From an optimization exercise on the open Yosys and OpenROAD flow, aimed at small area, a short achievable clock period and few clock cycles per item; shortcuts taken in it are not production practice.
No functional check of the RTL was part of any run shown here.

**design.v**
```verilog
module alu_arbiter #(
    parameter int unsigned MUL_LAT = 3
) (
    input  logic        clk_i,
    input  logic        rst_i,
    input  logic        req0_valid_i,
    output logic        req0_ready_o,
    input  logic [2:0]  req0_op_i,
    input  logic [31:0] req0_src1_i,
    input  logic [31:0] req0_src2_i,
    input  logic        req1_valid_i,
    output logic        req1_ready_o,
    input  logic [2:0]  req1_op_i,
    input  logic [31:0] req1_src1_i,
    input  logic [31:0] req1_src2_i,
    output logic        rsp_valid_o,
    input  logic        rsp_ready_i,
    output logic        rsp_id_o,
    output logic [31:0] rsp_result_o,
    output logic        busy_o
);
    localparam int D_MUL = 0;    
    localparam int D_SUB = 1;    
    localparam int D_ARR = 2;    
    localparam int D_SUM = 3;    
    localparam int D_AND = 4;    
    localparam int D_XOR = 5;    
    localparam int D_SLL = 6;    
    localparam int D_SRA = 7;    
    function automatic logic [7:0] decode(input logic [2:0] op);
        logic [7:0] d;
        d[D_MUL] = (op == 3'b101);
        d[D_SUB] = (op == 3'b100);
        d[D_ARR] = (op == 3'b000) | (op == 3'b001) | (op == 3'b011) | (op == 3'b100) | (op == 3'b110);
        d[D_SUM] = (op == 3'b011) | (op == 3'b100) | (op == 3'b101) | (op == 3'b110);
        d[D_AND] = (op == 3'b000);
        d[D_XOR] = (op == 3'b001);
        d[D_SLL] = (op == 3'b010);
        d[D_SRA] = (op == 3'b111);
        decode = d;
    endfunction
    function automatic logic [11:0] booth(input logic [8:0] w);
        logic [11:0] b;
        for (int j = 0; j < 4; j++) begin
            b[j]     = w[2*j+1] ^ w[2*j];
            b[4 + j] = (w[2*j+2] & ~w[2*j+1] & ~w[2*j]) | (~w[2*j+2] & w[2*j+1] & w[2*j]);
            b[8 + j] = w[2*j+2] & ~(w[2*j+1] & w[2*j]);
        end
        booth = b;
    endfunction
    function automatic logic [11:0] first_digits(input logic [7:0] d, input logic [7:0] b);
        logic [11:0] r;
        r = booth({b, 1'b0}) & {12{d[D_MUL]}};
        r[0] = r[0] | d[D_ARR];
        first_digits = r;
    endfunction
    function automatic logic top_equal(input logic [24:0] x);
        top_equal = (x == 25'd0) | (x == {25{1'b1}});
    endfunction
    logic        last_grant_q;    
    logic        ex_valid_q;      
    logic        ex_first_q;      
    logic        ex_lastm_q;      
    logic [7:0]  ex_d_q;          
    logic [11:0] ex_bd_q;         
    logic        ex_id_q;
    logic [31:0] ex_a_q;          
    logic [31:0] ex_b_q;          
    logic        rsp_valid_q;
    logic        rsp_id_q;
    logic [31:0] rsp_res_q;
    logic        out_free;        
    logic        ex_adv;          
    logic        ex_last;         
    logic        ex_step;         
    logic        ex_done;
    logic        ex_free;         
    logic        grant;
    logic        accept;
    logic        ld0, ld1, hold;
    assign ex_last  = ~ex_d_q[D_MUL] | ex_lastm_q;
    assign out_free = ~rsp_valid_q | rsp_ready_i;
    assign ex_adv   = ex_valid_q & out_free;
    assign ex_done  = ex_adv & ex_last;
    assign ex_step  = ex_adv & ~ex_last;
    assign ex_free  = ~ex_valid_q | ex_done;
    assign grant  = req1_valid_i & (~req0_valid_i | ~last_grant_q);
    assign accept = (req0_valid_i | req1_valid_i) & ex_free;
    assign req0_ready_o = req0_valid_i & ~grant & ex_free;
    assign req1_ready_o = req1_valid_i &  grant & ex_free;
    assign ld0  = req0_ready_o;
    assign ld1  = req1_ready_o;
    assign hold = ~accept & ~ex_step;
    always_ff @(posedge clk_i or posedge rst_i) begin
        if (rst_i) begin
            last_grant_q <= 1'b1;
            ex_valid_q   <= 1'b0;
            rsp_valid_q  <= 1'b0;
        end else begin
            if (accept) last_grant_q <= grant;
            if (ex_free) ex_valid_q <= accept;
            rsp_valid_q <= ex_done | (rsp_valid_q & ~rsp_ready_i);
        end
    end
    logic [7:0]  d0, d1;
    logic [11:0] f0, f1, bn;
    assign d0 = decode(req0_op_i);
    assign d1 = decode(req1_op_i);
    assign f0 = first_digits(d0, req0_src2_i[7:0]);
    assign f1 = first_digits(d1, req1_src2_i[7:0]);
    assign bn = booth(ex_b_q[15:7]);
    always_ff @(posedge clk_i) begin
        ex_a_q  <= ({32{ld0}} & req0_src1_i) | ({32{ld1}} & req1_src1_i)
                 | ({32{hold}} & ex_a_q) | ({32{ex_step}} & {ex_a_q[23:0], 8'd0});
        ex_b_q  <= ({32{ld0}} & req0_src2_i) | ({32{ld1}} & req1_src2_i)
                 | ({32{hold}} & ex_b_q) | ({32{ex_step}} & {{8{ex_b_q[31]}}, ex_b_q[31:8]});
        ex_bd_q <= ({12{ld0}} & f0) | ({12{ld1}} & f1)
                 | ({12{hold}} & ex_bd_q) | ({12{ex_step}} & bn);
        ex_d_q  <= ({8{ld0}} & d0) | ({8{ld1}} & d1) | ({8{~accept}} & ex_d_q);
        ex_lastm_q <= (ld0 & top_equal(req0_src2_i[31:7])) | (ld1 & top_equal(req1_src2_i[31:7]))
                    | (hold & ex_lastm_q) | (ex_step & top_equal({{8{ex_b_q[31]}}, ex_b_q[31:15]}));
        ex_id_q    <= ld1 | (~accept & ex_id_q);
        ex_first_q <= accept | (hold & ex_first_q);
    end
    logic [3:0]  nb;
    logic [31:0] acc_t;
    logic [31:0] r0, r1, r2, r3;
    logic [31:0] row_a, row_b;
    logic [31:0] t_xor, t_and;
    logic [31:0] sum;
    logic [4:0]  sh;
    logic [31:0] sh_in;
    logic [31:0] sh_l1, sh_l2, sh_l3, sh_l4, sh_out;
    logic        fill;
    logic [31:0] s_sum, s_and, s_xor, s_sll, s_sra, s_hold;
    logic [3:0]  b_one, b_two, b_neg;
    assign b_one = ex_bd_q[3:0];
    assign b_two = ex_bd_q[7:4];
    assign b_neg = ex_bd_q[11:8];
    assign sh    = ex_b_q[4:0];
    always_comb begin
        for (int i = 0; i < 32; i++) begin
            r0[i] = ((b_one[0] & ex_a_q[i]) | (b_two[0] & (i >= 1 ? ex_a_q[i-1] : 1'b0))) ^ b_neg[0];
            r1[i] = i < 2 ? 1'b0 :
                    ((b_one[1] & ex_a_q[i-2]) | (b_two[1] & (i >= 3 ? ex_a_q[i-3] : 1'b0))) ^ b_neg[1];
            r2[i] = i < 4 ? 1'b0 :
                    ((b_one[2] & ex_a_q[i-4]) | (b_two[2] & (i >= 5 ? ex_a_q[i-5] : 1'b0))) ^ b_neg[2];
            r3[i] = i < 6 ? 1'b0 :
                    ((b_one[3] & ex_a_q[i-6]) | (b_two[3] & (i >= 7 ? ex_a_q[i-7] : 1'b0))) ^ b_neg[3];
        end
    end
    assign nb = {b_neg[3:1], b_neg[0] | ex_d_q[D_SUB]};
    assign acc_t = ({32{ex_d_q[D_MUL] & ~ex_first_q}} & rsp_res_q)
                 | ({32{ex_d_q[D_ARR]}} & (ex_b_q ^ {32{ex_d_q[D_SUB]}}));
    logic t0, t1, t2, t3, t4, t5, t6, t7, t8, t9, t10, t11, t12, t13, t14, t15, t16, t17, t18, t19, t20, t21, t22, t23, t24, t25, t26, t27, t28, t29, t30, t31, t32, t33, t34, t35, t36, t37, t38, t39, t40, t41, t42, t43, t44, t45, t46, t47, t48, t49, t50, t51, t52, t53, t54, t55, t56, t57, t58, t59, t60, t61, t62, t63, t64, t65, t66, t67, t68, t69, t70, t71, t72, t73, t74, t75, t76, t77, t78, t79, t80, t81, t82, t83, t84, t85, t86, t87, t88, t89, t90, t91, t92, t93, t94, t95, t96, t97, t98, t99, t100, t101, t102, t103, t104, t105, t106, t107, t108, t109, t110, t111, t112, t113, t114, t115, t116, t117, t118, t119, t120, t121, t122, t123, t124, t125, t126, t127, t128, t129, t130, t131, t132, t133, t134, t135, t136, t137, t138, t139, t140, t141, t142, t143, t144, t145, t146, t147, t148, t149, t150, t151, t152, t153, t154, t155, t156, t157, t158, t159, t160, t161, t162, t163, t164, t165, t166, t167, t168, t169, t170, t171, t172, t173, t174, t175, t176, t177, t178, t179, t180, t181, t182, t183, t184, t185, t186, t187, t188, t189, t190, t191, t192, t193, t194, t195, t196, t197, t198, t199, t200, t201, t202, t203, t204, t205, t206, t207, t208, t209, t210, t211, t212, t213, t214, t215, t216, t217, t218, t219, t220, t221, t222, t223, t224, t225, t226, t227, t228;
    assign t0 = acc_t[0] ^ nb[0];
    assign t1 = acc_t[0] & nb[0];
    assign t2 = acc_t[1] ^ r0[1];
    assign t3 = acc_t[1] & r0[1];
    assign t4 = acc_t[2] ^ r0[2] ^ r1[2];
    assign t5 = (acc_t[2] & r0[2]) | (acc_t[2] & r1[2]) | (r0[2] & r1[2]);
    assign t6 = nb[1] ^ t3;
    assign t7 = nb[1] & t3;
    assign t8 = acc_t[3] ^ r0[3] ^ r1[3];
    assign t9 = (acc_t[3] & r0[3]) | (acc_t[3] & r1[3]) | (r0[3] & r1[3]);
    assign t10 = t5 ^ t8;
    assign t11 = t5 & t8;
    assign t12 = acc_t[4] ^ r0[4] ^ r1[4];
    assign t13 = (acc_t[4] & r0[4]) | (acc_t[4] & r1[4]) | (r0[4] & r1[4]);
    assign t14 = nb[2] ^ r2[4] ^ t9;
    assign t15 = (nb[2] & r2[4]) | (nb[2] & t9) | (r2[4] & t9);
    assign t16 = t12 ^ t11;
    assign t17 = t12 & t11;
    assign t18 = acc_t[5] ^ r0[5] ^ r1[5];
    assign t19 = (acc_t[5] & r0[5]) | (acc_t[5] & r1[5]) | (r0[5] & r1[5]);
    assign t20 = r2[5] ^ t13 ^ t18;
    assign t21 = (r2[5] & t13) | (r2[5] & t18) | (t13 & t18);
    assign t22 = t15 ^ t20;
    assign t23 = t15 & t20;
    assign t24 = acc_t[6] ^ r0[6] ^ r1[6];
    assign t25 = (acc_t[6] & r0[6]) | (acc_t[6] & r1[6]) | (r0[6] & r1[6]);
    assign t26 = nb[3] ^ r2[6] ^ r3[6];
    assign t27 = (nb[3] & r2[6]) | (nb[3] & r3[6]) | (r2[6] & r3[6]);
    assign t28 = t19 ^ t24 ^ t26;
    assign t29 = (t19 & t24) | (t19 & t26) | (t24 & t26);
    assign t30 = t21 ^ t28;
    assign t31 = t21 & t28;
    assign t32 = acc_t[7] ^ r0[7] ^ r1[7];
    assign t33 = (acc_t[7] & r0[7]) | (acc_t[7] & r1[7]) | (r0[7] & r1[7]);
    assign t34 = r2[7] ^ r3[7] ^ t25;
    assign t35 = (r2[7] & r3[7]) | (r2[7] & t25) | (r3[7] & t25);
    assign t36 = t27 ^ t32 ^ t29;
    assign t37 = (t27 & t32) | (t27 & t29) | (t32 & t29);
    assign t38 = t34 ^ t31;
    assign t39 = t34 & t31;
    assign t40 = acc_t[8] ^ r0[8] ^ r1[8];
    assign t41 = (acc_t[8] & r0[8]) | (acc_t[8] & r1[8]) | (r0[8] & r1[8]);
    assign t42 = r2[8] ^ r3[8] ^ t33;
    assign t43 = (r2[8] & r3[8]) | (r2[8] & t33) | (r3[8] & t33);
    assign t44 = t40 ^ t35 ^ t42;
    assign t45 = (t40 & t35) | (t40 & t42) | (t35 & t42);
    assign t46 = t37 ^ t44;
    assign t47 = t37 & t44;
    assign t48 = acc_t[9] ^ r0[9] ^ r1[9];
    assign t49 = (acc_t[9] & r0[9]) | (acc_t[9] & r1[9]) | (r0[9] & r1[9]);
    assign t50 = r2[9] ^ r3[9] ^ t41;
    assign t51 = (r2[9] & r3[9]) | (r2[9] & t41) | (r3[9] & t41);
    assign t52 = t48 ^ t43 ^ t50;
    assign t53 = (t48 & t43) | (t48 & t50) | (t43 & t50);
    assign t54 = t45 ^ t52;
    assign t55 = t45 & t52;
    assign t56 = acc_t[10] ^ r0[10] ^ r1[10];
    assign t57 = (acc_t[10] & r0[10]) | (acc_t[10] & r1[10]) | (r0[10] & r1[10]);
    assign t58 = r2[10] ^ r3[10] ^ t49;
    assign t59 = (r2[10] & r3[10]) | (r2[10] & t49) | (r3[10] & t49);
    assign t60 = t56 ^ t51 ^ t58;
    assign t61 = (t56 & t51) | (t56 & t58) | (t51 & t58);
    assign t62 = t53 ^ t60;
    assign t63 = t53 & t60;
    assign t64 = acc_t[11] ^ r0[11] ^ r1[11];
    assign t65 = (acc_t[11] & r0[11]) | (acc_t[11] & r1[11]) | (r0[11] & r1[11]);
    assign t66 = r2[11] ^ r3[11] ^ t57;
    assign t67 = (r2[11] & r3[11]) | (r2[11] & t57) | (r3[11] & t57);
    assign t68 = t64 ^ t59 ^ t66;
    assign t69 = (t64 & t59) | (t64 & t66) | (t59 & t66);
    assign t70 = t61 ^ t68;
    assign t71 = t61 & t68;
    assign t72 = acc_t[12] ^ r0[12] ^ r1[12];
    assign t73 = (acc_t[12] & r0[12]) | (acc_t[12] & r1[12]) | (r0[12] & r1[12]);
    assign t74 = r2[12] ^ r3[12] ^ t65;
    assign t75 = (r2[12] & r3[12]) | (r2[12] & t65) | (r3[12] & t65);
    assign t76 = t72 ^ t67 ^ t74;
    assign t77 = (t72 & t67) | (t72 & t74) | (t67 & t74);
    assign t78 = t69 ^ t76;
    assign t79 = t69 & t76;
    assign t80 = acc_t[13] ^ r0[13] ^ r1[13];
    assign t81 = (acc_t[13] & r0[13]) | (acc_t[13] & r1[13]) | (r0[13] & r1[13]);
    assign t82 = r2[13] ^ r3[13] ^ t73;
    assign t83 = (r2[13] & r3[13]) | (r2[13] & t73) | (r3[13] & t73);
    assign t84 = t80 ^ t75 ^ t82;
    assign t85 = (t80 & t75) | (t80 & t82) | (t75 & t82);
    assign t86 = t77 ^ t84;
    assign t87 = t77 & t84;
    assign t88 = acc_t[14] ^ r0[14] ^ r1[14];
    assign t89 = (acc_t[14] & r0[14]) | (acc_t[14] & r1[14]) | (r0[14] & r1[14]);
    assign t90 = r2[14] ^ r3[14] ^ t81;
    assign t91 = (r2[14] & r3[14]) | (r2[14] & t81) | (r3[14] & t81);
    assign t92 = t88 ^ t83 ^ t90;
    assign t93 = (t88 & t83) | (t88 & t90) | (t83 & t90);
    assign t94 = t85 ^ t92;
    assign t95 = t85 & t92;
    assign t96 = acc_t[15] ^ r0[15] ^ r1[15];
    assign t97 = (acc_t[15] & r0[15]) | (acc_t[15] & r1[15]) | (r0[15] & r1[15]);
    assign t98 = r2[15] ^ r3[15] ^ t89;
    assign t99 = (r2[15] & r3[15]) | (r2[15] & t89) | (r3[15] & t89);
    assign t100 = t96 ^ t91 ^ t98;
    assign t101 = (t96 & t91) | (t96 & t98) | (t91 & t98);
    assign t102 = t93 ^ t100;
    assign t103 = t93 & t100;
    assign t104 = acc_t[16] ^ r0[16] ^ r1[16];
    assign t105 = (acc_t[16] & r0[16]) | (acc_t[16] & r1[16]) | (r0[16] & r1[16]);
    assign t106 = r2[16] ^ r3[16] ^ t97;
    assign t107 = (r2[16] & r3[16]) | (r2[16] & t97) | (r3[16] & t97);
    assign t108 = t104 ^ t99 ^ t106;
    assign t109 = (t104 & t99) | (t104 & t106) | (t99 & t106);
    assign t110 = t101 ^ t108;
    assign t111 = t101 & t108;
    assign t112 = acc_t[17] ^ r0[17] ^ r1[17];
    assign t113 = (acc_t[17] & r0[17]) | (acc_t[17] & r1[17]) | (r0[17] & r1[17]);
    assign t114 = r2[17] ^ r3[17] ^ t105;
    assign t115 = (r2[17] & r3[17]) | (r2[17] & t105) | (r3[17] & t105);
    assign t116 = t112 ^ t107 ^ t114;
    assign t117 = (t112 & t107) | (t112 & t114) | (t107 & t114);
    assign t118 = t109 ^ t116;
    assign t119 = t109 & t116;
    assign t120 = acc_t[18] ^ r0[18] ^ r1[18];
    assign t121 = (acc_t[18] & r0[18]) | (acc_t[18] & r1[18]) | (r0[18] & r1[18]);
    assign t122 = r2[18] ^ r3[18] ^ t113;
    assign t123 = (r2[18] & r3[18]) | (r2[18] & t113) | (r3[18] & t113);
    assign t124 = t120 ^ t115 ^ t122;
    assign t125 = (t120 & t115) | (t120 & t122) | (t115 & t122);
    assign t126 = t117 ^ t124;
    assign t127 = t117 & t124;
    assign t128 = acc_t[19] ^ r0[19] ^ r1[19];
    assign t129 = (acc_t[19] & r0[19]) | (acc_t[19] & r1[19]) | (r0[19] & r1[19]);
    assign t130 = r2[19] ^ r3[19] ^ t121;
    assign t131 = (r2[19] & r3[19]) | (r2[19] & t121) | (r3[19] & t121);
    assign t132 = t128 ^ t123 ^ t130;
    assign t133 = (t128 & t123) | (t128 & t130) | (t123 & t130);
    assign t134 = t125 ^ t132;
    assign t135 = t125 & t132;
    assign t136 = acc_t[20] ^ r0[20] ^ r1[20];
    assign t137 = (acc_t[20] & r0[20]) | (acc_t[20] & r1[20]) | (r0[20] & r1[20]);
    assign t138 = r2[20] ^ r3[20] ^ t129;
    assign t139 = (r2[20] & r3[20]) | (r2[20] & t129) | (r3[20] & t129);
    assign t140 = t136 ^ t131 ^ t138;
    assign t141 = (t136 & t131) | (t136 & t138) | (t131 & t138);
    assign t142 = t133 ^ t140;
    assign t143 = t133 & t140;
    assign t144 = acc_t[21] ^ r0[21] ^ r1[21];
    assign t145 = (acc_t[21] & r0[21]) | (acc_t[21] & r1[21]) | (r0[21] & r1[21]);
    assign t146 = r2[21] ^ r3[21] ^ t137;
    assign t147 = (r2[21] & r3[21]) | (r2[21] & t137) | (r3[21] & t137);
    assign t148 = t144 ^ t139 ^ t146;
    assign t149 = (t144 & t139) | (t144 & t146) | (t139 & t146);
    assign t150 = t141 ^ t148;
    assign t151 = t141 & t148;
    assign t152 = acc_t[22] ^ r0[22] ^ r1[22];
    assign t153 = (acc_t[22] & r0[22]) | (acc_t[22] & r1[22]) | (r0[22] & r1[22]);
    assign t154 = r2[22] ^ r3[22] ^ t145;
    assign t155 = (r2[22] & r3[22]) | (r2[22] & t145) | (r3[22] & t145);
    assign t156 = t152 ^ t147 ^ t154;
    assign t157 = (t152 & t147) | (t152 & t154) | (t147 & t154);
    assign t158 = t149 ^ t156;
    assign t159 = t149 & t156;
    assign t160 = acc_t[23] ^ r0[23] ^ r1[23];
    assign t161 = (acc_t[23] & r0[23]) | (acc_t[23] & r1[23]) | (r0[23] & r1[23]);
    assign t162 = r2[23] ^ r3[23] ^ t153;
    assign t163 = (r2[23] & r3[23]) | (r2[23] & t153) | (r3[23] & t153);
    assign t164 = t160 ^ t155 ^ t162;
    assign t165 = (t160 & t155) | (t160 & t162) | (t155 & t162);
    assign t166 = t157 ^ t164;
    assign t167 = t157 & t164;
    assign t168 = acc_t[24] ^ r0[24] ^ r1[24];
    assign t169 = (acc_t[24] & r0[24]) | (acc_t[24] & r1[24]) | (r0[24] & r1[24]);
    assign t170 = r2[24] ^ r3[24] ^ t161;
    assign t171 = (r2[24] & r3[24]) | (r2[24] & t161) | (r3[24] & t161);
    assign t172 = t168 ^ t163 ^ t170;
    assign t173 = (t168 & t163) | (t168 & t170) | (t163 & t170);
    assign t174 = t165 ^ t172;
    assign t175 = t165 & t172;
    assign t176 = acc_t[25] ^ r0[25] ^ r1[25];
    assign t177 = (acc_t[25] & r0[25]) | (acc_t[25] & r1[25]) | (r0[25] & r1[25]);
    assign t178 = r2[25] ^ r3[25] ^ t169;
    assign t179 = (r2[25] & r3[25]) | (r2[25] & t169) | (r3[25] & t169);
    assign t180 = t176 ^ t171 ^ t178;
    assign t181 = (t176 & t171) | (t176 & t178) | (t171 & t178);
    assign t182 = t173 ^ t180;
    assign t183 = t173 & t180;
    assign t184 = acc_t[26] ^ r0[26] ^ r1[26];
    assign t185 = (acc_t[26] & r0[26]) | (acc_t[26] & r1[26]) | (r0[26] & r1[26]);
    assign t186 = r2[26] ^ r3[26] ^ t177;
    assign t187 = (r2[26] & r3[26]) | (r2[26] & t177) | (r3[26] & t177);
    assign t188 = t184 ^ t179 ^ t186;
    assign t189 = (t184 & t179) | (t184 & t186) | (t179 & t186);
    assign t190 = t181 ^ t188;
    assign t191 = t181 & t188;
    assign t192 = acc_t[27] ^ r0[27] ^ r1[27];
    assign t193 = (acc_t[27] & r0[27]) | (acc_t[27] & r1[27]) | (r0[27] & r1[27]);
    assign t194 = r2[27] ^ r3[27] ^ t185;
    assign t195 = (r2[27] & r3[27]) | (r2[27] & t185) | (r3[27] & t185);
    assign t196 = t192 ^ t187 ^ t194;
    assign t197 = (t192 & t187) | (t192 & t194) | (t187 & t194);
    assign t198 = t189 ^ t196;
    assign t199 = t189 & t196;
    assign t200 = acc_t[28] ^ r0[28] ^ r1[28];
    assign t201 = (acc_t[28] & r0[28]) | (acc_t[28] & r1[28]) | (r0[28] & r1[28]);
    assign t202 = r2[28] ^ r3[28] ^ t193;
    assign t203 = (r2[28] & r3[28]) | (r2[28] & t193) | (r3[28] & t193);
    assign t204 = t200 ^ t195 ^ t202;
    assign t205 = (t200 & t195) | (t200 & t202) | (t195 & t202);
    assign t206 = t197 ^ t204;
    assign t207 = t197 & t204;
    assign t208 = acc_t[29] ^ r0[29] ^ r1[29];
    assign t209 = (acc_t[29] & r0[29]) | (acc_t[29] & r1[29]) | (r0[29] & r1[29]);
    assign t210 = r2[29] ^ r3[29] ^ t201;
    assign t211 = (r2[29] & r3[29]) | (r2[29] & t201) | (r3[29] & t201);
    assign t212 = t208 ^ t203 ^ t210;
    assign t213 = (t208 & t203) | (t208 & t210) | (t203 & t210);
    assign t214 = t205 ^ t212;
    assign t215 = t205 & t212;
    assign t216 = acc_t[30] ^ r0[30] ^ r1[30];
    assign t217 = (acc_t[30] & r0[30]) | (acc_t[30] & r1[30]) | (r0[30] & r1[30]);
    assign t218 = r2[30] ^ r3[30] ^ t209;
    assign t219 = (r2[30] & r3[30]) | (r2[30] & t209) | (r3[30] & t209);
    assign t220 = t216 ^ t211 ^ t218;
    assign t221 = (t216 & t211) | (t216 & t218) | (t211 & t218);
    assign t222 = t213 ^ t220;
    assign t223 = t213 & t220;
    assign t224 = acc_t[31] ^ r0[31] ^ r1[31];
    assign t225 = (acc_t[31] & r0[31]) | (acc_t[31] & r1[31]) | (r0[31] & r1[31]);
    assign t226 = r2[31] ^ r3[31] ^ t217;
    assign t227 = t224 ^ t219 ^ t226;
    assign t228 = t221 ^ t227;
    assign row_a = {t223, t215, t207, t199, t191, t183, t175, t167, t159, t151, t143, t135, t127, t119, t111, t103, t95, t87, t79, t71, t63, t55, t47, t39, t36, t23, t17, t14, t7, t4, t1, r0[0]};
    assign row_b = {t228, t222, t214, t206, t198, t190, t182, t174, t166, t158, t150, t142, t134, t126, t118, t110, t102, t94, t86, t78, t70, t62, t54, t46, t38, t30, t22, t16, t10, t6, t2, t0};
    assign t_xor = {t224, t216, t208, t200, t192, t184, t176, t168, t160, t152, t144, t136, t128, t120, t112, t104, t96, t88, t80, t72, t64, t56, t48, t40, t32, t24, t18, t12, t8, t4, t2, ex_a_q[0] ^ ex_b_q[0]};
    assign t_and = {t225, t217, t209, t201, t193, t185, t177, t169, t161, t153, t145, t137, t129, t121, t113, t105, t97, t89, t81, t73, t65, t57, t49, t41, t33, t25, t19, t13, t9, t5, t3, ex_a_q[0] & ex_b_q[0]};
    logic [31:0] pg_g, pg_p;
    logic cg0, cp0, cg1, cp1, cg2, cp2, cg3, cp3, cg4, cp4, cg5, cp5, cg6, cp6, cg7, cp7, cg8, cp8, cg9, cp9, cg10, cp10, cg11, cp11, cg12, cp12, cg13, cp13, cg14, cp14, cg15, cp15, cg16, cp16, cg17, cp17, cg18, cp18, cg19, cp19, cg20, cp20, cg21, cp21, cg22, cp22, cg23, cp23, cg24, cp24, cg25, cp25, cg26, cp26, cg27, cp27, cg28, cp28, cg29, cp29, cg30, cp30, cg31, cp31, cg32, cp32, cg33, cp33, cg34, cp34, cg35, cp35, cg36, cp36, cg37, cp37, cg38, cp38, cg39, cp39, cg40, cp40, cg41, cp41, cg42, cp42, cg43, cp43, cg44, cp44, cg45, cp45, cg46, cp46, cg47, cp47, cg48, cp48, cg49, cp49, cg50, cp50, cg51, cp51, cg52, cp52, cg53, cp53, cg54, cp54, cg55, cp55, cg56, cp56;
    assign pg_g = row_a & row_b;
    assign pg_p = row_a ^ row_b;
    assign cg0 = pg_g[1] | (pg_p[1] & pg_g[0]);
    assign cp0 = pg_p[1] & pg_p[0];
    assign cg1 = pg_g[3] | (pg_p[3] & pg_g[2]);
    assign cp1 = pg_p[3] & pg_p[2];
    assign cg2 = pg_g[5] | (pg_p[5] & pg_g[4]);
    assign cp2 = pg_p[5] & pg_p[4];
    assign cg3 = pg_g[7] | (pg_p[7] & pg_g[6]);
    assign cp3 = pg_p[7] & pg_p[6];
    assign cg4 = pg_g[9] | (pg_p[9] & pg_g[8]);
    assign cp4 = pg_p[9] & pg_p[8];
    assign cg5 = pg_g[11] | (pg_p[11] & pg_g[10]);
    assign cp5 = pg_p[11] & pg_p[10];
    assign cg6 = pg_g[13] | (pg_p[13] & pg_g[12]);
    assign cp6 = pg_p[13] & pg_p[12];
    assign cg7 = pg_g[15] | (pg_p[15] & pg_g[14]);
    assign cp7 = pg_p[15] & pg_p[14];
    assign cg8 = pg_g[17] | (pg_p[17] & pg_g[16]);
    assign cp8 = pg_p[17] & pg_p[16];
    assign cg9 = pg_g[19] | (pg_p[19] & pg_g[18]);
    assign cp9 = pg_p[19] & pg_p[18];
    assign cg10 = pg_g[21] | (pg_p[21] & pg_g[20]);
    assign cp10 = pg_p[21] & pg_p[20];
    assign cg11 = pg_g[23] | (pg_p[23] & pg_g[22]);
    assign cp11 = pg_p[23] & pg_p[22];
    assign cg12 = pg_g[25] | (pg_p[25] & pg_g[24]);
    assign cp12 = pg_p[25] & pg_p[24];
    assign cg13 = pg_g[27] | (pg_p[27] & pg_g[26]);
    assign cp13 = pg_p[27] & pg_p[26];
    assign cg14 = pg_g[29] | (pg_p[29] & pg_g[28]);
    assign cp14 = pg_p[29] & pg_p[28];
    assign cg15 = pg_g[31] | (pg_p[31] & pg_g[30]);
    assign cp15 = pg_p[31] & pg_p[30];
    assign cg16 = cg1 | (cp1 & cg0);
    assign cp16 = cp1 & cp0;
    assign cg17 = cg3 | (cp3 & cg2);
    assign cp17 = cp3 & cp2;
    assign cg18 = cg5 | (cp5 & cg4);
    assign cp18 = cp5 & cp4;
    assign cg19 = cg7 | (cp7 & cg6);
    assign cp19 = cp7 & cp6;
    assign cg20 = cg9 | (cp9 & cg8);
    assign cp20 = cp9 & cp8;
    assign cg21 = cg11 | (cp11 & cg10);
    assign cp21 = cp11 & cp10;
    assign cg22 = cg13 | (cp13 & cg12);
    assign cp22 = cp13 & cp12;
    assign cg23 = cg15 | (cp15 & cg14);
    assign cp23 = cp15 & cp14;
    assign cg24 = cg17 | (cp17 & cg16);
    assign cp24 = cp17 & cp16;
    assign cg25 = cg19 | (cp19 & cg18);
    assign cp25 = cp19 & cp18;
    assign cg26 = cg21 | (cp21 & cg20);
    assign cp26 = cp21 & cp20;
    assign cg27 = cg23 | (cp23 & cg22);
    assign cp27 = cp23 & cp22;
    assign cg28 = cg25 | (cp25 & cg24);
    assign cp28 = cp25 & cp24;
    assign cg29 = cg27 | (cp27 & cg26);
    assign cp29 = cp27 & cp26;
    assign cg30 = cg29 | (cp29 & cg28);
    assign cp30 = cp29 & cp28;
    assign cg31 = cg26 | (cp26 & cg28);
    assign cp31 = cp26 & cp28;
    assign cg32 = cg18 | (cp18 & cg24);
    assign cp32 = cp18 & cp24;
    assign cg33 = cg20 | (cp20 & cg28);
    assign cp33 = cp20 & cp28;
    assign cg34 = cg22 | (cp22 & cg31);
    assign cp34 = cp22 & cp31;
    assign cg35 = cg2 | (cp2 & cg16);
    assign cp35 = cp2 & cp16;
    assign cg36 = cg4 | (cp4 & cg24);
    assign cp36 = cp4 & cp24;
    assign cg37 = cg6 | (cp6 & cg32);
    assign cp37 = cp6 & cp32;
    assign cg38 = cg8 | (cp8 & cg28);
    assign cp38 = cp8 & cp28;
    assign cg39 = cg10 | (cp10 & cg33);
    assign cp39 = cp10 & cp33;
    assign cg40 = cg12 | (cp12 & cg31);
    assign cp40 = cp12 & cp31;
    assign cg41 = cg14 | (cp14 & cg34);
    assign cp41 = cp14 & cp34;
    assign cg42 = pg_g[2] | (pg_p[2] & cg0);
    assign cp42 = pg_p[2] & cp0;
    assign cg43 = pg_g[4] | (pg_p[4] & cg16);
    assign cp43 = pg_p[4] & cp16;
    assign cg44 = pg_g[6] | (pg_p[6] & cg35);
    assign cp44 = pg_p[6] & cp35;
    assign cg45 = pg_g[8] | (pg_p[8] & cg24);
    assign cp45 = pg_p[8] & cp24;
    assign cg46 = pg_g[10] | (pg_p[10] & cg36);
    assign cp46 = pg_p[10] & cp36;
    assign cg47 = pg_g[12] | (pg_p[12] & cg32);
    assign cp47 = pg_p[12] & cp32;
    assign cg48 = pg_g[14] | (pg_p[14] & cg37);
    assign cp48 = pg_p[14] & cp37;
    assign cg49 = pg_g[16] | (pg_p[16] & cg28);
    assign cp49 = pg_p[16] & cp28;
    assign cg50 = pg_g[18] | (pg_p[18] & cg38);
    assign cp50 = pg_p[18] & cp38;
    assign cg51 = pg_g[20] | (pg_p[20] & cg33);
    assign cp51 = pg_p[20] & cp33;
    assign cg52 = pg_g[22] | (pg_p[22] & cg39);
    assign cp52 = pg_p[22] & cp39;
    assign cg53 = pg_g[24] | (pg_p[24] & cg31);
    assign cp53 = pg_p[24] & cp31;
    assign cg54 = pg_g[26] | (pg_p[26] & cg40);
    assign cp54 = pg_p[26] & cp40;
    assign cg55 = pg_g[28] | (pg_p[28] & cg34);
    assign cp55 = pg_p[28] & cp34;
    assign cg56 = pg_g[30] | (pg_p[30] & cg41);
    assign cp56 = pg_p[30] & cp41;
    assign sum = pg_p ^ {cg56, cg41, cg55, cg34, cg54, cg40, cg53, cg31, cg52, cg39, cg51, cg33, cg50, cg38, cg49, cg28, cg48, cg37, cg47, cg32, cg46, cg36, cg45, cg24, cg44, cg35, cg43, cg16, cg42, cg0, pg_g[0], 1'b0};
    always_comb begin
        for (int i = 0; i < 32; i++) begin
            sh_in[i] = ex_d_q[D_SLL] ? ex_a_q[31 - i] : ex_a_q[i];
        end
    end
    assign fill   = ex_d_q[D_SRA] & ex_a_q[31];
    assign sh_l1  = sh[0] ? {fill, sh_in[31:1]}           : sh_in;
    assign sh_l2  = sh[1] ? {{2{fill}}, sh_l1[31:2]}      : sh_l1;
    assign sh_l3  = sh[2] ? {{4{fill}}, sh_l2[31:4]}      : sh_l2;
    assign sh_l4  = sh[3] ? {{8{fill}}, sh_l3[31:8]}      : sh_l3;
    assign sh_out = sh[4] ? {{16{fill}}, sh_l4[31:16]}    : sh_l4;
    assign s_sum  = {32{ex_adv & ex_d_q[D_SUM]}};
    assign s_and  = {32{ex_adv & ex_d_q[D_AND]}};
    assign s_xor  = {32{ex_adv & ex_d_q[D_XOR]}};
    assign s_sll  = {32{ex_adv & ex_d_q[D_SLL]}};
    assign s_sra  = {32{ex_adv & ex_d_q[D_SRA]}};
    assign s_hold = {32{~ex_adv}};
    always_ff @(posedge clk_i) begin
        for (int i = 0; i < 32; i++) begin
            rsp_res_q[i] <= (s_sum[i] & sum[i]) | (s_and[i] & t_and[i]) | (s_xor[i] & t_xor[i])
                          | (s_sll[i] & sh_out[31 - i]) | (s_sra[i] & sh_out[i])
                          | (s_hold[i] & rsp_res_q[i]);
        end
        rsp_id_q <= (ex_adv & ex_id_q) | (~ex_adv & rsp_id_q);
    end
    assign rsp_valid_o  = rsp_valid_q;
    assign rsp_id_o     = rsp_id_q;
    assign rsp_result_o = rsp_res_q;
    assign busy_o       = ex_valid_q | rsp_valid_q;
endmodule
```
**flow/run.sh**
```bash
#!/bin/bash
# Standard synthesis, then the standard layout with the settings below
# passed to make. make's output goes to synth.log and layout.log; each ORFS
# step keeps its own log under orfs/logs.
set -euo pipefail
bash standard.sh synth > synth.log 2>&1
args=(
  "BUFFER_PORTS_ARGS=-buffer_cell sky130_fd_sc_hd__buf_1"
  "CTS_ARGS=-sink_clustering_enable -repair_clock_nets -dont_use_dummy_load -root_buf sky130_fd_sc_hd__clkbuf_8 -buf_list {sky130_fd_sc_hd__clkbuf_4 sky130_fd_sc_hd__clkbuf_8}"
)
bash standard.sh "${args[@]}" finish > layout.log 2>&1
```
**standard.sh**
```bash
#!/bin/bash
# synth_recipe.tcl (not shown) runs the flow's synth.tcl, then flattens the netlist and writes it again
# the make line also repeats each setting of config.mk as NAME=value (left out here)
make -C /OpenROAD-flow-scripts/flow DESIGN_CONFIG=/design/flow/config.mk WORK_HOME=/design/flow/orfs CLKGATE_MAP_FILE= SYNTH_SCRIPT=/design/flow/synth_recipe.tcl "${@:-finish}"
```
**config.mk**
```make
export PLATFORM = sky130hd
export DESIGN_NAME = alu_arbiter
export DESIGN_NICKNAME = alu_arbiter
export VERILOG_FILES = /design/flow/design.v
export SDC_FILE = /design/flow/constraint.sdc
export NUM_CORES = 4
export LEC_CHECK = 0
export ABC_AREA = 1
export ABC_CLOCK_PERIOD_IN_PS = 4000
export CAP_MARGIN = 20
export CORE_MARGIN = 2
export CORE_UTILIZATION = 40
export SETUP_SLACK_MARGIN = 4.45
export SLEW_MARGIN = 20
```
**constraint.sdc**
```tcl
create_clock -name core_clock -period 9.0 [get_ports {clk_i}]
set_input_delay 1.8000 -clock core_clock [delete_from_list [all_inputs] [get_ports {clk_i}]]
set_output_delay 1.8000 -clock core_clock [all_outputs]
set_load 0.01 [all_outputs]
```
==> impl_results.md, run 1 <==
* Critical Path Fanout Max at 6
* Setup Total Neg Slack at 0 ps
* TritonCTS Buffers at 17
* Hold path cells at 0
* Post-synthesis compound-gate area fraction at 0.1834
* Worst r2r dst: rsp_res_q[17]$_DFF_P_
* # IOs at 176
* Die area at 0.03872 mm²
* Synth-to-layout area growth at 20.44%
* CP Launch Point: ex_bd_q[5]$_DFF_P_
* Multi-input gate area at 0.01168 mm²
* Post-Syn Area at 0.01487 mm²
* Worst setup path endpoint: rsp_res_q[17]$_DFF_P_
* Max Transition Viols Final at 0
* Post-Synth XOR/XNOR Area at 0.07541
* Number of global-route vias before repair at 16131
* R2r startpoint: ex_bd_q[5]$_DFF_P_
* Ant diodes at 0
* Post-synthesis mux area share at 0
* Post-route DRC at 0
* GPL Wtd Cong at 0.9938
* R2r worst-path depth at 24
* Mapped Nets at 2431
* Final hold vios at 0
* Max-Cap Viols at 0
* Core area at 0.03661 mm²
* Flop-to-flop setup slack at 3860 ps
* Total track usage at 0.3383
* CTS tree: done
* Total gr overflow at 0
* Final period util at 0.5713
* CTS Root Cell: clkbuf_8
* Worst Skew at 37.25 ps
* Seq/Total Area, Yosys at 0.1674
* Largest family of logic cells by synthesized area: simple AND/OR/NAND/NOR gates
* Routed via count at 17205
* Post-synth EDFFs at 1
* Syn_area_per_cell at 6.996 µm²
* Startpoint Class: register
* H-tree depth at 4
* Worst-Skew Late Latency at 480 ps
* Port bufs at 175
* Post-Synth Adder-Cell Area at 0.1890
* Die width at 196.8 µm
* Yosys Warn Count at 1
* Synth Flop Type: dfxtp_1
* DP Wirelength at 49000 µm
* Crit path DAT at 5450 ps
* WL final at 67330 µm
* Status: finished clean
* Max Freq at 194.5 MHz
* Crit Path Class: reg -> reg
* Hold_buf cts at 0
* DR vias/cell at 6.252
* Pre-antenna DRT Iters at 8
* Clk buf depth at 2
* Post-route ant nets at 0
* FFs w/ async S/R, synth at 0.02439
* Die Span Y at 196.8 µm
* Post-Synthesis Cells at 2125
* Clk slew on worst S/H paths at 100 ps
* Hold Path Class: reg -> reg
* Slew margin rel. at 0.4905
* Worst-Margin Slew at 762.4 ps
* Setup crit end kind: register
* Fin crit period at 5142 ps
* Nets at 2592
* Largest net degree at the start of global routing at 68
* Yosys cell types at 49
* Starting Density at 0.4060
* WL per Instance at 24.47 µm
* FF+latch area at 0.002552 mm²
* Critical path required time at 9310 ps
* # rows at 70
* Yosys reg bits at 123
* Simple-Gate Fraction of Synth Area at 0.2748
* Final setup fails at 0
* Global-route wire length before repair at 98600 µm
* Share of cells above drive strength 1 at 0.1664
* DRT iter0 DRCs at 2055
* Initial antenna violation count at 0
* RSZ-0062 raised after global routing: true
* Sink Count at 123
* Filler Cells Inserted at 3688
==> area by class of cell <==
class / instances / share of cell area
Timing Repair Buffer: 270 / 0.09406
Multi-Input combinational cell: 1614 / 0.6523
Inverter: 258 / 0.06436
Tap cell: 468 / 0.03270
Sequential cell: 123 / 0.1426
Clock buffer: 17 / 0.01307
Timing Repair inverter: 2 / 0.0009783
==> how the worst min path moves through the flow <==
| stage | from | to | slack [ps] |
|---|---|---|---|
| 2_1_floorplan | ex_id_q$_DFF_P_ | register | 410 |
| 4_1_cts | ex_id_q$_DFF_P_ | register | 450 |
| 5_1_grt | ex_id_q$_DFF_P_ | register | 470 |
| 3_5_place_dp | ex_id_q$_DFF_P_ | register | 430 |
| 3_3_place_gp | ex_id_q$_DFF_P_ | register | 420 |
| 6_report | ex_id_q$_DFF_P_ | register | 450 |
==> cell families (layout without fill, tap and decap cells) <==
kind of cell | Yosys count | in the layout
simple gates | 923 | 924
compound gates | 395 | 395
buf+inv | 389 | 547
fa+ha+maj | 167 | 167
xor+xnor | 128 | 128
flops | 123 | 123
==> registers in the layout (all words and copies together), names as in the netlist, named ones only <==
name / flops
ex_b_q: 32
rsp_valid_q: 1
last_grant_q: 1
ex_first_q: 1
ex_d_q: 8
ex_id_q: 1
rsp_res_q: 32
ex_a_q: 32
ex_valid_q: 1
ex_lastm_q: 1
ex_bd_q: 12
==> Yosys cell counts (2+ instances only) <==
master | count | share of area
nand2_1 | 419 | 0.11
nand3_1 | 345 | 0.12
inv_1 | 214 | 0.054
o22ai_1 | 155 | 0.065
dfxtp_1 | 119 | 0.16
xor2_1 | 116 | 0.068
fa_1 | 96 | 0.13
nor2_1 | 82 | 0.021
ha_1 | 71 | 0.060
o21ai_0 | 57 | 0.019
buf_2 | 54 | 0.018
clkbuf_1 | 51 | 0.013
a221oi_1 | 32 | 0.019
a21oi_1 | 29 | 0.0098
clkinv_1 | 29 | 0.0073
nand4_1 | 29 | 0.012
a32o_1 | 25 | 0.017
o2111ai_1 | 18 | 0.011
o21ai_1 | 18 | 0.0061
a211oi_1 | 17 | 0.0086
nor4_1 | 17 | 0.0072
inv_2 | 13 | 0.0033
nor3_1 | 12 | 0.0040
xnor2_1 | 12 | 0.0071
buf_4 | 11 | 0.0056
a221oi_2 | 10 | 0.010
o211ai_1 | 10 | 0.0050
or2_2 | 10 | 0.0042
buf_6 | 8 | 0.0061
buf_1 | 7 | 0.0018
a21o_1 | 4 | 0.0020
a31oi_1 | 4 | 0.0017
o221ai_1 | 4 | 0.0024
a311oi_1 | 3 | 0.0018
nand2_2 | 3 | 0.0013
nor2_2 | 3 | 0.0013
dfrtp_1 | 2 | 0.0034
inv_4 | 2 | 0.00084
nand2_4 | 2 | 0.0015
o21ai_2 | 2 | 0.0012
o31ai_1 | 2 | 0.0010
==> placed cells by master, fill, tap and decap left out, drive strengths merged, types with 2 or more instances in the layout <==
master | netlist | routed
inv | 229 | 231
bufbuf | 0 | 2
fa | 96 | 96
dfrtp | 2 | 2
or2 | 10 | 10
nand3 | 345 | 345
o2111ai | 18 | 18
nor4 | 17 | 17
a32o | 25 | 25
nor3 | 12 | 12
o21ai | 77 | 77
buf | 80 | 266
a31oi | 4 | 4
a221oi | 42 | 42
a311oi | 3 | 3
nor2 | 85 | 86
xnor2 | 12 | 12
o31ai | 2 | 2
nand4 | 29 | 29
a21o | 4 | 4
a21oi | 30 | 30
o22ai | 155 | 155
dfxtp | 119 | 119
a21boi | 2 | 2
ha | 71 | 71
nand2 | 424 | 424
clkinvlp | 0 | 3
o221ai | 4 | 4
clkbuf | 51 | 19
clkinv | 29 | 26
xor2 | 116 | 116
o211ai | 10 | 10
a211oi | 17 | 17
==> metrics by stage <==
stage               worst slack (ps)    util  cells  hold slack [ps]  area, µm²
floorplan                       4298       -   2125            408.6      15150
global placement                3352  0.4324   2663            417.9      15830
detailed placement              3285  0.4324   2663            430.1      15830
CTS                             3932  0.4671   2722            453.5      17100
global route                    3761  0.4891   2752            472.4      17900
finish                          3858  0.4891   2752            447.5      17900
==> critical path: stages (launching register included) <==
cell,delay (ps)
dfxtp_2,340
inv_4,90
buf_12,150
buf_12,140
o22ai_2,70
xor2_1,170
fa_2,390
inv_2,60
fa_1,420
fa_1,600
ha_4,220
ha_4,240
a21oi_4,170
o21ai_2,90
a21oi_2,170
nand2_4,110
buf_6,120
buf_6,100
buf_6,100
fa_2,330
or2_2,280
nand2_1,70
nor2_1,60
a211oi_2,340
nand3_1,130
==> metal layers <==
metal | part of all wire | wire length, µm | GRT usage
met4 | 0.053 | 3560 | 0.1459
met1 | 0.39 | 26160 | 0.4402
met3 | 0.12 | 7800 | 0.07957
met2 | 0.44 | 29810 | 0.5359
met5 | 0 | 0 | 0
==> repair_timing <==
action | in CTS | in global routing
buffers inserted | 36 | 28
gates resized for setup | 178 | 110
pin swaps | 48 | 61
cloned | 6 | 2
endpoints found under the setup margin | 28 | 25
==> run 2: changes to the inputs <==
--- a/design.v
+++ b/design.v
@@ -132,7 +132,7 @@
     logic [31:0] sh_in;
     logic [31:0] sh_l1, sh_l2, sh_l3, sh_l4, sh_out;
     logic        fill;
-    logic [31:0] s_sum, s_and, s_xor, s_sll, s_sra, s_hold;
+    logic [31:0] s_sum, s_and, s_xor, s_sll, s_sra;
     logic [3:0]  b_one, b_two, b_neg;
     assign b_one = ex_bd_q[3:0];
     assign b_two = ex_bd_q[7:4];
@@ -387,11 +387,10 @@
     assign t_xor = {t224, t216, t208, t200, t192, t184, t176, t168, t160, t152, t144, t136, t128, t120, t112, t104, t96, t88, t80, t72, t64, t56, t48, t40, t32, t24, t18, t12, t8, t4, t2, ex_a_q[0] ^ ex_b_q[0]};
     assign t_and = {t225, t217, t209, t201, t193, t185, t177, t169, t161, t153, t145, t137, t129, t121, t113, t105, t97, t89, t81, t73, t65, t57, t49, t41, t33, t25, t19, t13, t9, t5, t3, ex_a_q[0] & ex_b_q[0]};
     logic [31:0] pg_g, pg_p;
-    logic cg0, cp0, cg1, cp1, cg2, cp2, cg3, cp3, cg4, cp4, cg5, cp5, cg6, cp6, cg7, cp7, cg8, cp8, cg9, cp9, cg10, cp10, cg11, cp11, cg12, cp12, cg13, cp13, cg14, cp14, cg15, cp15, cg16, cp16, cg17, cp17, cg18, cp18, cg19, cp19, cg20, cp20, cg21, cp21, cg22, cp22, cg23, cp23, cg24, cp24, cg25, cp25, cg26, cp26, cg27, cp27, cg28, cp28, cg29, cp29, cg30, cp30, cg31, cp31, cg32, cp32, cg33, cp33, cg34, cp34, cg35, cp35, cg36, cp36, cg37, cp37, cg38, cp38, cg39, cp39, cg40, cp40, cg41, cp41, cg42, cp42, cg43, cp43, cg44, cp44, cg45, cp45, cg46, cp46, cg47, cp47, cg48, cp48, cg49, cp49, cg50, cp50, cg51, cp51, cg52, cp52, cg53, cp53, cg54, cp54, cg55, cp55, cg56, cp56;
+    logic cg0, cg1, cp1, cg2, cp2, cg3, cp3, cg4, cp4, cg5, cp5, cg6, cp6, cg7, cp7, cg8, cp8, cg9, cp9, cg10, cp10, cg11, cp11, cg12, cp12, cg13, cp13, cg14, cp14, cg15, cp15, cg16, cg17, cg18, cp18, cg19, cp19, cg20, cp20, cg21, cp21, cg22, cp22, cg23, cp23, cg24, cp24, cg25, cp25, cg26, cp26, cg27, cp27, cg28, cp28, cg29, cp29, cg30, cp30, cg31, cp31, cg32, cg33, cg34, cg35, cg36, cp36, cg37, cp37, cg38, cp38, cg39, cp39, cg40, cp40, cg41, cp41, cg42, cp42, cg43, cp43, cg44, cp44, cg45, cp45, cg46, cp46, cg47, cp47, cg48, cg49, cg50, cg51, cg52, cg53, cg54, cg55, cg56, cp56, cg57, cp57, cg58, cp58, cg59, cp59, cg60, cp60, cg61, cp61, cg62, cp62, cg63, cp63, cg64, cg65, cg66, cg67, cg68, cg69, cg70, cg71, cg72, cg73, cg74, cg75, cg76, cg77, cg78, cg79;
     assign pg_g = row_a & row_b;
     assign pg_p = row_a ^ row_b;
     assign cg0 = pg_g[1] | (pg_p[1] & pg_g[0]);
-    assign cp0 = pg_p[1] & pg_p[0];
     assign cg1 = pg_g[3] | (pg_p[3] & pg_g[2]);
     assign cp1 = pg_p[3] & pg_p[2];
     assign cg2 = pg_g[5] | (pg_p[5] & pg_g[4]);
@@ -422,89 +421,105 @@
     assign cp14 = pg_p[29] & pg_p[28];
     assign cg15 = pg_g[31] | (pg_p[31] & pg_g[30]);
     assign cp15 = pg_p[31] & pg_p[30];
-    assign cg16 = cg1 | (cp1 & cg0);
-    assign cp16 = cp1 & cp0;
-    assign cg17 = cg3 | (cp3 & cg2);
-    assign cp17 = cp3 & cp2;
-    assign cg18 = cg5 | (cp5 & cg4);
-    assign cp18 = cp5 & cp4;
-    assign cg19 = cg7 | (cp7 & cg6);
-    assign cp19 = cp7 & cp6;
-    assign cg20 = cg9 | (cp9 & cg8);
-    assign cp20 = cp9 & cp8;
-    assign cg21 = cg11 | (cp11 & cg10);
-    assign cp21 = cp11 & cp10;
-    assign cg22 = cg13 | (cp13 & cg12);
-    assign cp22 = cp13 & cp12;
-    assign cg23 = cg15 | (cp15 & cg14);
-    assign cp23 = cp15 & cp14;
-    assign cg24 = cg17 | (cp17 & cg16);
-    assign cp24 = cp17 & cp16;
-    assign cg25 = cg19 | (cp19 & cg18);
-    assign cp25 = cp19 & cp18;
-    assign cg26 = cg21 | (cp21 & cg20);
-    assign cp26 = cp21 & cp20;
-    assign cg27 = cg23 | (cp23 & cg22);
-    assign cp27 = cp23 & cp22;
-    assign cg28 = cg25 | (cp25 & cg24);
-    assign cp28 = cp25 & cp24;
-    assign cg29 = cg27 | (cp27 & cg26);
-    assign cp29 = cp27 & cp26;
-    assign cg30 = cg29 | (cp29 & cg28);
-    assign cp30 = cp29 & cp28;
-    assign cg31 = cg26 | (cp26 & cg28);
-    assign cp31 = cp26 & cp28;
-    assign cg32 = cg18 | (cp18 & cg24);
-    assign cp32 = cp18 & cp24;
-    assign cg33 = cg20 | (cp20 & cg28);
-    assign cp33 = cp20 & cp28;
-    assign cg34 = cg22 | (cp22 & cg31);
-    assign cp34 = cp22 & cp31;
-    assign cg35 = cg2 | (cp2 & cg16);
-    assign cp35 = cp2 & cp16;
-    assign cg36 = cg4 | (cp4 & cg24);
-    assign cp36 = cp4 & cp24;
-    assign cg37 = cg6 | (cp6 & cg32);
-    assign cp37 = cp6 & cp32;
-    assign cg38 = cg8 | (cp8 & cg28);
-    assign cp38 = cp8 & cp28;
-    assign cg39 = cg10 | (cp10 & cg33);
-    assign cp39 = cp10 & cp33;
-    assign cg40 = cg12 | (cp12 & cg31);
-    assign cp40 = cp12 & cp31;
-    assign cg41 = cg14 | (cp14 & cg34);
-    assign cp41 = cp14 & cp34;
-    assign cg42 = pg_g[2] | (pg_p[2] & cg0);
-    assign cp42 = pg_p[2] & cp0;
-    assign cg43 = pg_g[4] | (pg_p[4] & cg16);
-    assign cp43 = pg_p[4] & cp16;
-    assign cg44 = pg_g[6] | (pg_p[6] & cg35);
-    assign cp44 = pg_p[6] & cp35;
-    assign cg45 = pg_g[8] | (pg_p[8] & cg24);
-    assign cp45 = pg_p[8] & cp24;
-    assign cg46 = pg_g[10] | (pg_p[10] & cg36);
-    assign cp46 = pg_p[10] & cp36;
-    assign cg47 = pg_g[12] | (pg_p[12] & cg32);
-    assign cp47 = pg_p[12] & cp32;
-    assign cg48 = pg_g[14] | (pg_p[14] & cg37);
-    assign cp48 = pg_p[14] & cp37;
-    assign cg49 = pg_g[16] | (pg_p[16] & cg28);
-    assign cp49 = pg_p[16] & cp28;
-    assign cg50 = pg_g[18] | (pg_p[18] & cg38);
-    assign cp50 = pg_p[18] & cp38;
-    assign cg51 = pg_g[20] | (pg_p[20] & cg33);
-    assign cp51 = pg_p[20] & cp33;
-    assign cg52 = pg_g[22] | (pg_p[22] & cg39);
-    assign cp52 = pg_p[22] & cp39;
-    assign cg53 = pg_g[24] | (pg_p[24] & cg31);
-    assign cp53 = pg_p[24] & cp31;
-    assign cg54 = pg_g[26] | (pg_p[26] & cg40);
-    assign cp54 = pg_p[26] & cp40;
-    assign cg55 = pg_g[28] | (pg_p[28] & cg34);
-    assign cp55 = pg_p[28] & cp34;
-    assign cg56 = pg_g[30] | (pg_p[30] & cg41);
-    assign cp56 = pg_p[30] & cp41;
-    assign sum = pg_p ^ {cg56, cg41, cg55, cg34, cg54, cg40, cg53, cg31, cg52, cg39, cg51, cg33, cg50, cg38, cg49, cg28, cg48, cg37, cg47, cg32, cg46, cg36, cg45, cg24, cg44, cg35, cg43, cg16, cg42, cg0, pg_g[0], 1'b0};
+    assign cg16 = pg_g[2] | (pg_p[2] & cg0);
+    assign cg17 = cg1 | (cp1 & cg0);
+    assign cg18 = pg_g[6] | (pg_p[6] & cg2);
+    assign cp18 = pg_p[6] & cp2;
+    assign cg19 = cg3 | (cp3 & cg2);
+    assign cp19 = cp3 & cp2;
+    assign cg20 = pg_g[10] | (pg_p[10] & cg4);
+    assign cp20 = pg_p[10] & cp4;
+    assign cg21 = cg5 | (cp5 & cg4);
+    assign cp21 = cp5 & cp4;
+    assign cg22 = pg_g[14] | (pg_p[14] & cg6);
+    assign cp22 = pg_p[14] & cp6;
+    assign cg23 = cg7 | (cp7 & cg6);
+    assign cp23 = cp7 & cp6;
+    assign cg24 = pg_g[18] | (pg_p[18] & cg8);
+    assign cp24 = pg_p[18] & cp8;
+    assign cg25 = cg9 | (cp9 & cg8);
+    assign cp25 = cp9 & cp8;
+    assign cg26 = pg_g[22] | (pg_p[22] & cg10);
+    assign cp26 = pg_p[22] & cp10;
+    assign cg27 = cg11 | (cp11 & cg10);
+    assign cp27 = cp11 & cp10;
+    assign cg28 = pg_g[26] | (pg_p[26] & cg12);
+    assign cp28 = pg_p[26] & cp12;
+    assign cg29 = cg13 | (cp13 & cg12);
+    assign cp29 = cp13 & cp12;
+    assign cg30 = pg_g[30] | (pg_p[30] & cg14);
+    assign cp30 = pg_p[30] & cp14;
+    assign cg31 = cg15 | (cp15 & cg14);
+    assign cp31 = cp15 & cp14;
+    assign cg32 = pg_g[4] | (pg_p[4] & cg17);
+    assign cg33 = cg2 | (cp2 & cg17);
+    assign cg34 = cg18 | (cp18 & cg17);
+    assign cg35 = cg19 | (cp19 & cg17);
+    assign cg36 = pg_g[12] | (pg_p[12] & cg21);
+    assign cp36 = pg_p[12] & cp21;
+    assign cg37 = cg6 | (cp6 & cg21);
+    assign cp37 = cp6 & cp21;
+    assign cg38 = cg22 | (cp22 & cg21);
+    assign cp38 = cp22 & cp21;
+    assign cg39 = cg23 | (cp23 & cg21);
+    assign cp39 = cp23 & cp21;
+    assign cg40 = pg_g[20] | (pg_p[20] & cg25);
+    assign cp40 = pg_p[20] & cp25;
+    assign cg41 = cg10 | (cp10 & cg25);
+    assign cp41 = cp10 & cp25;
+    assign cg42 = cg26 | (cp26 & cg25);
+    assign cp42 = cp26 & cp25;
+    assign cg43 = cg27 | (cp27 & cg25);
+    assign cp43 = cp27 & cp25;
+    assign cg44 = pg_g[28] | (pg_p[28] & cg29);
+    assign cp44 = pg_p[28] & cp29;
+    assign cg45 = cg14 | (cp14 & cg29);
+    assign cp45 = cp14 & cp29;
+    assign cg46 = cg30 | (cp30 & cg29);
+    assign cp46 = cp30 & cp29;
+    assign cg47 = cg31 | (cp31 & cg29);
+    assign cp47 = cp31 & cp29;
+    assign cg48 = pg_g[8] | (pg_p[8] & cg35);
+    assign cg49 = cg4 | (cp4 & cg35);
+    assign cg50 = cg20 | (cp20 & cg35);
+    assign cg51 = cg21 | (cp21 & cg35);
+    assign cg52 = cg36 | (cp36 & cg35);
+    assign cg53 = cg37 | (cp37 & cg35);
+    assign cg54 = cg38 | (cp38 & cg35);
+    assign cg55 = cg39 | (cp39 & cg35);
+    assign cg56 = pg_g[24] | (pg_p[24] & cg43);
+    assign cp56 = pg_p[24] & cp43;
+    assign cg57 = cg12 | (cp12 & cg43);
+    assign cp57 = cp12 & cp43;
+    assign cg58 = cg28 | (cp28 & cg43);
+    assign cp58 = cp28 & cp43;
+    assign cg59 = cg29 | (cp29 & cg43);
+    assign cp59 = cp29 & cp43;
+    assign cg60 = cg44 | (cp44 & cg43);
+    assign cp60 = cp44 & cp43;
+    assign cg61 = cg45 | (cp45 & cg43);
+    assign cp61 = cp45 & cp43;
+    assign cg62 = cg46 | (cp46 & cg43);
+    assign cp62 = cp46 & cp43;
+    assign cg63 = cg47 | (cp47 & cg43);
+    assign cp63 = cp47 & cp43;
+    assign cg64 = pg_g[16] | (pg_p[16] & cg55);
+    assign cg65 = cg8 | (cp8 & cg55);
+    assign cg66 = cg24 | (cp24 & cg55);
+    assign cg67 = cg25 | (cp25 & cg55);
+    assign cg68 = cg40 | (cp40 & cg55);
+    assign cg69 = cg41 | (cp41 & cg55);
+    assign cg70 = cg42 | (cp42 & cg55);
+    assign cg71 = cg43 | (cp43 & cg55);
+    assign cg72 = cg56 | (cp56 & cg55);
+    assign cg73 = cg57 | (cp57 & cg55);
+    assign cg74 = cg58 | (cp58 & cg55);
+    assign cg75 = cg59 | (cp59 & cg55);
+    assign cg76 = cg60 | (cp60 & cg55);
+    assign cg77 = cg61 | (cp61 & cg55);
+    assign cg78 = cg62 | (cp62 & cg55);
+    assign cg79 = cg63 | (cp63 & cg55);
+    assign sum = pg_p ^ {cg78, cg77, cg76, cg75, cg74, cg73, cg72, cg71, cg70, cg69, cg68, cg67, cg66, cg65, cg64, cg55, cg54, cg53, cg52, cg51, cg50, cg49, cg48, cg35, cg34, cg33, cg32, cg17, cg16, cg0, pg_g[0], 1'b0};
     always_comb begin
         for (int i = 0; i < 32; i++) begin
             sh_in[i] = ex_d_q[D_SLL] ? ex_a_q[31 - i] : ex_a_q[i];
@@ -516,19 +531,21 @@
     assign sh_l3  = sh[2] ? {{4{fill}}, sh_l2[31:4]}      : sh_l2;
     assign sh_l4  = sh[3] ? {{8{fill}}, sh_l3[31:8]}      : sh_l3;
     assign sh_out = sh[4] ? {{16{fill}}, sh_l4[31:16]}    : sh_l4;
-    assign s_sum  = {32{ex_adv & ex_d_q[D_SUM]}};
-    assign s_and  = {32{ex_adv & ex_d_q[D_AND]}};
-    assign s_xor  = {32{ex_adv & ex_d_q[D_XOR]}};
-    assign s_sll  = {32{ex_adv & ex_d_q[D_SLL]}};
-    assign s_sra  = {32{ex_adv & ex_d_q[D_SRA]}};
-    assign s_hold = {32{~ex_adv}};
-    always_ff @(posedge clk_i) begin
+    logic [31:0] alu_res;
+    assign s_sum  = {32{ex_d_q[D_SUM]}};
+    assign s_and  = {32{ex_d_q[D_AND]}};
+    assign s_xor  = {32{ex_d_q[D_XOR]}};
+    assign s_sll  = {32{ex_d_q[D_SLL]}};
+    assign s_sra  = {32{ex_d_q[D_SRA]}};
+    always_comb begin
         for (int i = 0; i < 32; i++) begin
-            rsp_res_q[i] <= (s_sum[i] & sum[i]) | (s_and[i] & t_and[i]) | (s_xor[i] & t_xor[i])
-                          | (s_sll[i] & sh_out[31 - i]) | (s_sra[i] & sh_out[i])
-                          | (s_hold[i] & rsp_res_q[i]);
+            alu_res[i] = (s_sum[i] & sum[i]) | (s_and[i] & t_and[i]) | (s_xor[i] & t_xor[i])
+                       | (s_sll[i] & sh_out[31 - i]) | (s_sra[i] & sh_out[i]);
         end
-        rsp_id_q <= (ex_adv & ex_id_q) | (~ex_adv & rsp_id_q);
+    end
+    always_ff @(posedge clk_i) begin
+        rsp_res_q <= ex_adv ? alu_res : rsp_res_q;
+        rsp_id_q  <= ex_adv ? ex_id_q : rsp_id_q;
     end
     assign rsp_valid_o  = rsp_valid_q;
     assign rsp_id_o     = rsp_id_q;
==> impl_results.md, run 2 <==
* RSZ-0062 raised after global routing: true (unchanged)
* DR vias/cell at 6.158 (was 6.252)
* Count leader, synth: nand2_1 (unchanged)
* WL per Instance at 24.93 µm (was 24.47 µm)
* Filler Cells Inserted at 3836 (was 3688)
* Pre-CTS WS at 3441 ps (was 3285 ps)
* R2r startpoint: ex_d_q[0]$_DFF_P_ (was ex_bd_q[5]$_DFF_P_)
* Initial antenna violation count at 1 (was 0)
* Die Span Y at 200.0 µm (was 196.8 µm)
* GPL Wtd Cong at 0.9747 (was 0.9938)
* Min Hold Slack at 445.6 ps (was 447.5 ps)
* Max Freq at 214.9 MHz (was 194.5 MHz)
* Commonest cells in the netlist: nand2_1 (448), nand3_1 (333), inv_1 (223) (was nand2_1 (419), nand3_1 (345), inv_1 (214))
* Hold path cells at 0 (unchanged)
* Met3 routed WL at 7205 µm (was 7800 µm)
* Synth Flop Type: dfxtp_1 (unchanged)
* Nets at 2639 (was 2592)
* Pre-antenna DRT Iters at 6 (was 8)
* Post-route ant nets at 0 (unchanged)
* Post-Syn Area at 0.01536 mm² (was 0.01487 mm²)
* Post-Place Cells at 2772 (was 2663)
* Worst-Skew Late Latency at 480 ps (about the same)
* Die width at 200.0 µm (was 196.8 µm)
* Post-Synthesis Cells at 2193 (was 2125)
* R2r worst-path depth at 22 (was 24)
* Worst r2r dst: rsp_res_q[30]$_DFFE_PP_ (was rsp_res_q[17]$_DFF_P_)
* Sink Count at 123 (unchanged)
* # rows at 71 (was 70)
* Syn_area_per_cell at 7.005 µm² (was 6.996 µm²)
* Yosys cell types at 59 (was 49)
* CP dominant cell by count: fa_1 (was buf_6)
* # IOs at 176 (unchanged)
* Max-Cap Viols at 0 (unchanged)
* Startpoint Class: register (unchanged)
* Wl on met1 at 29360 µm (was 26160 µm)
* Largest registers: ex_a_q x32, ex_b_q x32, rsp_res_q x32 (unchanged)
* Hold endpoint: rsp_id_q$_DFFE_PP_
* Final Non-Filler Cells at 2853 (was 2752)
* Top Layer Used: met4 (unchanged)
* WL met2 at 29630 µm (was 29810 µm)
* Largest area contributor in the netlist: dfxtp_1 (unchanged)
* Flop-to-flop setup slack at 4350 ps (was 3860 ps)
* Hold_buf cts at 0 (unchanged)
* Post-Synth XOR/XNOR Area at 0.06613 (was 0.07541)
* Post-synth EDFFs at 33 (was 1)
* Starting Density at 0.4069 (was 0.4060)
* Yosys Warn Count at 1 (unchanged)
* Most common cell after layout, fill and taps aside: nand2_1 (unchanged)
* Slew margin rel. at 0.2606 (was 0.4905)
* Routed via count at 17570 (was 17205)
* Worst path max stage delay at 520 ps (was 600 ps)
* Largest net degree at the start of global routing at 68 (unchanged)
* Crit path max-delay cell type: fa_1 (unchanged)
* Clk slew on worst S/H paths at 80 ps (was 100 ps)
* Final hold vios at 0 (unchanged)
* Post-Synth Adder-Cell Area at 0.1694 (was 0.1890)
* Final setup margin at 4347 ps (was 3858 ps)
* Seq/Total Area, Yosys at 0.1828 (was 0.1674)
* Post-synthesis mux area share at 0.0007330 (was 0)
* Status: finished clean (unchanged)
* Synth top area cells: dfxtp_1 (11%), fa_1 (11%), nand2_1 (11%) (was dfxtp_1 (16%), fa_1 (13%), nand3_1 (12%))
* Most frequent cells in the layout: nand2_1 (421), nand3_1 (322), inv_1 (199), buf_1 (173), o22ai_1 (139) (was nand2_1 (403), nand3_1 (341), inv_1 (193), buf_1 (174), o22ai_1 (137))
* Hold_sp: ex_id_q$_DFF_P_ (unchanged)
* Synth-to-layout area growth at 19.02% (was 20.44%)
* WL final at 71140 µm (was 67330 µm)
* Core area at 0.03776 mm² (was 0.03661 mm²)
* Final period util at 0.5170 (was 0.5713)
## run 2: cells by family (layout without fill, tap and decap cells)
family / Yosys count / in the layout
buffers and inverters: 395 / 541
xor gates and xnor gates: 116 / 116
AOI/OAI and AO/OA: 400 / 400
adders and majority gates: 157 / 157
other: 0 / 1
muxes: 1 / 1
and+or+nand+nor: 1001 / 1003
DFF: 123 / 123
## run 2: worst max path at each step
stage | end | slack (ps) | cells after the start | from
floorplan | rsp_res_q[17]$_DFFE_PP_ | 4450 | 24 | ex_d_q[0]$_DFF_P_
global placement | req0_ready_o | 3500 | 8 | rsp_ready_i
detailed placement | rsp_res_q[17]$_DFFE_PP_ | 3440 | 23 | ex_d_q[1]$_DFF_P_
CTS | rsp_res_q[17]$_DFFE_PP_ | 4370 | 24 | ex_d_q[1]$_DFF_P_
global route | rsp_res_q[17]$_DFFE_PP_ | 4200 | 23 | ex_d_q[1]$_DFF_P_
finish | rsp_res_q[30]$_DFFE_PP_ | 4350 | 22 | ex_d_q[0]$_DFF_P_
## run 2: repair_timing
action                                  in CTS  in global routing
endpoints found under the setup margin      26                 22
cloned                                      10                  2
buffers inserted                            31                 20
pin swaps                                   36                 50
gates resized for setup                    154                110
## run 2: layout make-up
| type | instances | area, µm² | area share |
|---|---|---|---|
| Antenna cell | 1 | 2.502 | 0.0001369 |
| Clock buffer | 17 | 234.0 | 0.01280 |
| Inverter | 264 | 1146 | 0.06268 |
| Multi-Input combinational cell | 1677 | 11860 | 0.6486 |
| Sequential cell | 123 | 2850 | 0.1559 |
| Tap cell | 511 | 639.4 | 0.03497 |
| Timing Repair Buffer | 255 | 1510 | 0.08260 |
| Timing Repair inverter | 5 | 42.54 | 0.002327 |
## run 2: stage by stage
stage	cell area, µm²	util
2_1_floorplan	15740	-
3_3_place_gp	16440	0.4354
3_5_place_dp	16440	0.4354
4_1_cts	17660	0.4676
5_1_grt	18280	0.4842
6_report	18280	0.4843
## run 2: routing by layer
metal,vias up,global-route usage
met2,1112,0.5168
met1,8388,0.4781
met4,0,0.2123
met3,192,0.05360
met5,-,0
li1,7878,-
## run 2: critical path, delay by kind of cell (launching register included)
kind	cells	cell delay, ps
flops	1	330
fa+ha+maj	5	2030
compound gates	1	140
simple gates	10	1170
buf+inv	6	680

port drivers added, routing unchanged:
How much do the figures lean on ideal ports? The routed layouts below were timed once more, with nothing changed but the port constraints. Step 1 (the two cells are an assumption about what drives the block):
set clk [get_ports {clk_i}]
set_driving_cell -lib_cell sky130_fd_sc_hd__clkbuf_16 $clk
set_driving_cell -lib_cell sky130_fd_sc_hd__buf_2 [delete_from_list [all_inputs] $clk]
Step 2 times the ports against the registers' clock, not the clock port: input delays grow and output delays shrink by t, the midpoint of the rising clock arrivals with the driver on. Three values: ideal, step 1, step 2; two values: the first two.
run | shift t [ns] | setup WS [ns] | worst setup path after step 2 | worst data-port slew with drivers (ns) | pins driven straight from the clock port
run 1 | 0.511 | 3.858 / 3.858 / 3.858 | register to register | 0.06 | 1
run 2 | 0.502 | 4.347 / 4.347 / 4.347 | register to register | 0.05 | 1
After both steps every run listed still meets setup and hold.
